What follows belongs to an exercise in optimizing a design on an open flow for small area, a short achievable clock period and few clock cycles per item; a production flow would make more cautious choices.
At most, simulation tests tie the RTL to the original design; equivalence was not proved.
Power figures rest on the tool's default switching activity, not on a simulated workload.

## onyx
Design fp_mul_pipe, start of the top module:
module fp_mul_pipe
#(
  parameter int EXP_W = 8,
  parameter int MAN_W = 23,
  localparam int W = 1 + EXP_W + MAN_W
) (
  input  logic         clk,
  input  logic         reset,
  input  logic         in_valid,
  output logic         in_ready,
  input  logic         rnd_mode,
  input  logic [W-1:0] a,
  input  logic [W-1:0] b,
  output logic         out_valid,
  input  logic         out_ready,
  output logic [W-1:0] c,
  output logic         ovf,
  output logic         unf,
  output logic         inv
);
For scale: ~2100 cells after synthesis, ~110 I/O pins, about 21000 µm² of cells after synthesis.
Settings: LEC_CHECK=0, ABC_AREA=1, CAP_MARGIN=20, CORE_MARGIN=2, CORE_UTILIZATION=40, CTS_BUF_LIST=sky130_fd_sc_hd__clkbuf_8 sky130_fd_sc_hd__clkbuf_16, SETUP_SLACK_MARGIN=4.0, SLEW_MARGIN=20, SYNTH_HIERARCHICAL=1, SYNTH_MINIMUM_KEEP_SIZE=0; clock period 8.5 ns.
standard.sh (not shown) runs the stock make flow with config.mk's settings and CLKGATE_MAP_FILE= SYNTH_SCRIPT=/design/flow/synth_recipe.tcl, a recipe that flattens the netlist after the stock synthesis.
==> flow/flow/run.sh <==
#!/bin/bash
# Layout flow: the standard ORFS flow (standard.sh, unchanged synthesis),
# with port buffers of a plain small buffer cell instead of the default
# choice, and timing repair allowed to change cell footprints.
set -euo pipefail
bash standard.sh \
  MATCH_CELL_FOOTPRINT=0 \
  BUFFER_PORTS_ARGS="-buffer_cell sky130_fd_sc_hd__buf_2" \
  finish > standard.log 2>&1
--- input diff onyx..fjord ---
# onyx
export LEC_CHECK = 0
export ABC_AREA = 1
export CAP_MARGIN = 20
export CORE_MARGIN = 2
export CORE_UTILIZATION = 40
export CTS_BUF_LIST = sky130_fd_sc_hd__clkbuf_8 sky130_fd_sc_hd__clkbuf_16
export SETUP_SLACK_MARGIN = 4.0
export SLEW_MARGIN = 20
export SYNTH_HIERARCHICAL = 1
export SYNTH_MINIMUM_KEEP_SIZE = 0
create_clock -name core_clock -period 8.5 [get_ports {clk}]
# fjord
export LEC_CHECK = 0
export ABC_AREA = 1
export CAP_MARGIN = 20
export CORE_MARGIN = 2
export CORE_UTILIZATION = 40
export CTS_BUF_LIST = sky130_fd_sc_hd__clkbuf_8 sky130_fd_sc_hd__clkbuf_16
export SETUP_SLACK_MARGIN = 3.7
export SLEW_MARGIN = 20
export SYNTH_HIERARCHICAL = 1
export SYNTH_MINIMUM_KEEP_SIZE = 0
create_clock -name core_clock -period 8.5 [get_ports {clk}]
Findings:
Relative to onyx, the sum of routed wire length over all layers measured on fjord has decreased by a few percent.
fjord — fraction of power spent switching nets 0.25 points lower, onyx as reference
onyx was larger in final cell area than fjord.
Clock power was lower in the run labelled onyx.
The lower number of filler cells placed in the layout of fjord and onyx is in onyx.
Against onyx as the reference, fjord delivers a higher sequential share of cell area.
The count of cell instances traversed by the critical path in fjord sits 1 above the value recorded for onyx.
On total power of the final layout: between fjord and onyx, it ends up higher for onyx.
No functional check of the RTL was part of any run of this note.

---

== run 1 ==
Another version of the RTL of fp_mul_pipe (not shown whole).
Size in the first run: roughly 2000 cells after synthesis, roughly 110 I/O pins.
Settings: LEC_CHECK=0, ABC_AREA=1, CAP_MARGIN=20, CORE_MARGIN=2, CORE_UTILIZATION=40, CTS_BUF_LIST=sky130_fd_sc_hd__clkbuf_8 sky130_fd_sc_hd__clkbuf_16, SETUP_SLACK_MARGIN=4.2, SLEW_MARGIN=20, SYNTH_HIERARCHICAL=1, SYNTH_MINIMUM_KEEP_SIZE=0; clock period 8.5 ns.
==> flow/flow/run.sh <==
#!/bin/bash
# Layout flow: the standard ORFS flow (standard.sh, unchanged synthesis),
# with port buffers of a plain small buffer cell instead of the default
# choice, timing repair allowed to change cell footprints, and a fanout cap
# for the post-placement repair_design (flow/fanout.tcl).
set -euo pipefail
export PRE_RESIZE_TCL="$PWD/flow/fanout.tcl"
bash standard.sh \
  MATCH_CELL_FOOTPRINT=0 \
  BUFFER_PORTS_ARGS="-buffer_cell sky130_fd_sc_hd__buf_2" \
  finish > standard.log 2>&1
==> flow/flow/fanout.tcl <==
# Hook sourced before the post-placement repair_design: cap the fanout so the
# operand bank's flip-flops (which drive about 24 Booth selectors each) get buffered.
set_max_fanout 12 [current_design]
Run 1 reached the end of the flow, and the finished layout is clean on the timing, design-rule and antenna checks.
Testbench counts of run 1, summed over its fixed seeds: cycles 16,024, items 16,000.
Modified inputs, run 2 compared to run 1
# run 1
export LEC_CHECK = 0
export ABC_AREA = 1
export CAP_MARGIN = 20
export CORE_MARGIN = 2
export CORE_UTILIZATION = 40
export CTS_BUF_LIST = sky130_fd_sc_hd__clkbuf_8 sky130_fd_sc_hd__clkbuf_16
export SETUP_SLACK_MARGIN = 4.2
export SLEW_MARGIN = 20
export SYNTH_HIERARCHICAL = 1
export SYNTH_MINIMUM_KEEP_SIZE = 0
create_clock -name core_clock -period 8.5 [get_ports {clk}]
# run 2
export LEC_CHECK = 0
export ABC_AREA = 1
export CAP_MARGIN = 20
export CORE_MARGIN = 2
export CORE_UTILIZATION = 50
export CTS_BUF_LIST = sky130_fd_sc_hd__clkbuf_8 sky130_fd_sc_hd__clkbuf_16
export SETUP_SLACK_MARGIN = 4.6
export SLEW_MARGIN = 20
export SYNTH_HIERARCHICAL = 1
export SYNTH_MINIMUM_KEEP_SIZE = 0
create_clock -name core_clock -period 8.5 [get_ports {clk}]
==> flow/flow/run.sh <==
#!/bin/bash
# Layout flow: the standard ORFS flow (standard.sh, unchanged synthesis),
# with port buffers of a plain small buffer cell instead of the default
# choice, and timing repair allowed to change cell footprints.
set -euo pipefail
bash standard.sh \
  MATCH_CELL_FOOTPRINT=0 \
  BUFFER_PORTS_ARGS="-buffer_cell sky130_fd_sc_hd__buf_2" \
  finish > standard.log 2>&1
removed: flow/flow/fanout.tcl
[summary]
- Against run 1, area of the die in run 2 came out better.
- On global-route wire length before repair, the higher figure sits with run 1, not run 2.
- [compare] base=run 1 new=run 2: top fanout value on the critical path dropped 10, worst slack after detailed placement climbed 2.79 ns, starting density of the core climbed 10 points, final worst setup slack climbed 0.26 ns, sum of routed wire segments on met1 climbed 3.8%.
- Relative to run 1, global-route usage has increased by 4.5 points in run 2.
- Run 2 -> run 1: number of multi-input logic gates flat
- Register-to-register path setup slack delta for run 2 relative to run 1: 0.34 ns higher
The inputs of run 3 differ from those of run 2 as listed below.
# run 2
export LEC_CHECK = 0
export ABC_AREA = 1
export CAP_MARGIN = 20
export CORE_MARGIN = 2
export CORE_UTILIZATION = 50
export CTS_BUF_LIST = sky130_fd_sc_hd__clkbuf_8 sky130_fd_sc_hd__clkbuf_16
export SETUP_SLACK_MARGIN = 4.6
export SLEW_MARGIN = 20
export SYNTH_HIERARCHICAL = 1
export SYNTH_MINIMUM_KEEP_SIZE = 0
create_clock -name core_clock -period 8.5 [get_ports {clk}]
# run 3
export LEC_CHECK = 0
export ABC_AREA = 1
export CAP_MARGIN = 20
export CORE_MARGIN = 2
export CORE_UTILIZATION = 40
export CTS_BUF_LIST = sky130_fd_sc_hd__clkbuf_8 sky130_fd_sc_hd__clkbuf_16
export SETUP_SLACK_MARGIN = 4.0
export SLEW_MARGIN = 20
export SYNTH_HIERARCHICAL = 1
export SYNTH_MINIMUM_KEEP_SIZE = 0
create_clock -name core_clock -period 8.5 [get_ports {clk}]
### Flow results
- Summary: with run 2 as the reference, net count reported at finish in run 3 moved down by a few percent.
- Compared to run 2, run 3 has number of well-tap cells placed about 28% higher.
- Diff run 2 -> run 3: slew at the pin closest to its max-slew limit went up; data arrival time of the critical path went up; worst-case register-to-register setup slack went down.
- Looking at wire length of the first global-routing pass, run 3 sits 4.3% lower than run 2 does.
- Diff run 2 -> run 3: power share of the clock group now sits higher, routed wire length went down about 6%.
- Comparing run 3 and run 2, non-clock buffer count is lower on run 3.

## separate check: timing with driven ports
No port has a modelled driver above. Below, the same layouts with a new extraction and two added sets of constraints. Step 1: set_driving_cell puts a clkbuf_16 on clk and a buf_2 on each other input, an assumption about the parent block. Step 2 moves the port delays by t, midway between the first and last clock arrival at a register: inputs arrive t later, outputs are due t later. That takes back most of the time a late clock gives input paths. Slacks: ideal / step 1 / step 2; pairs: ideal / step 1.
| run | shift t [ns] | setup slack, ns | worst register clock-pin slew, ns |
|---|---|---|---|
| onyx | 0.522 | 4.012 / 4.012 / 4.012 | 0.07 / 0.07 |
| fjord | 0.526 | 3.930 / 3.930 / 3.930 | 0.07 / 0.07 |
| run 1 | 0.544 | 4.248 / 4.248 / 3.977 | 0.09 / 0.09 |
| run 2 | 0.510 | 4.508 / 4.474 / 4.474 | 0.09 / 0.09 |
| run 3 | 0.548 | 4.155 / 4.155 / 4.155 | 0.09 / 0.09 |
After both steps setup and hold are still met in every run listed. The setup slack of run 1, which loses most, moves by 0.000 ns with the drivers and by -0.271 ns with both steps.
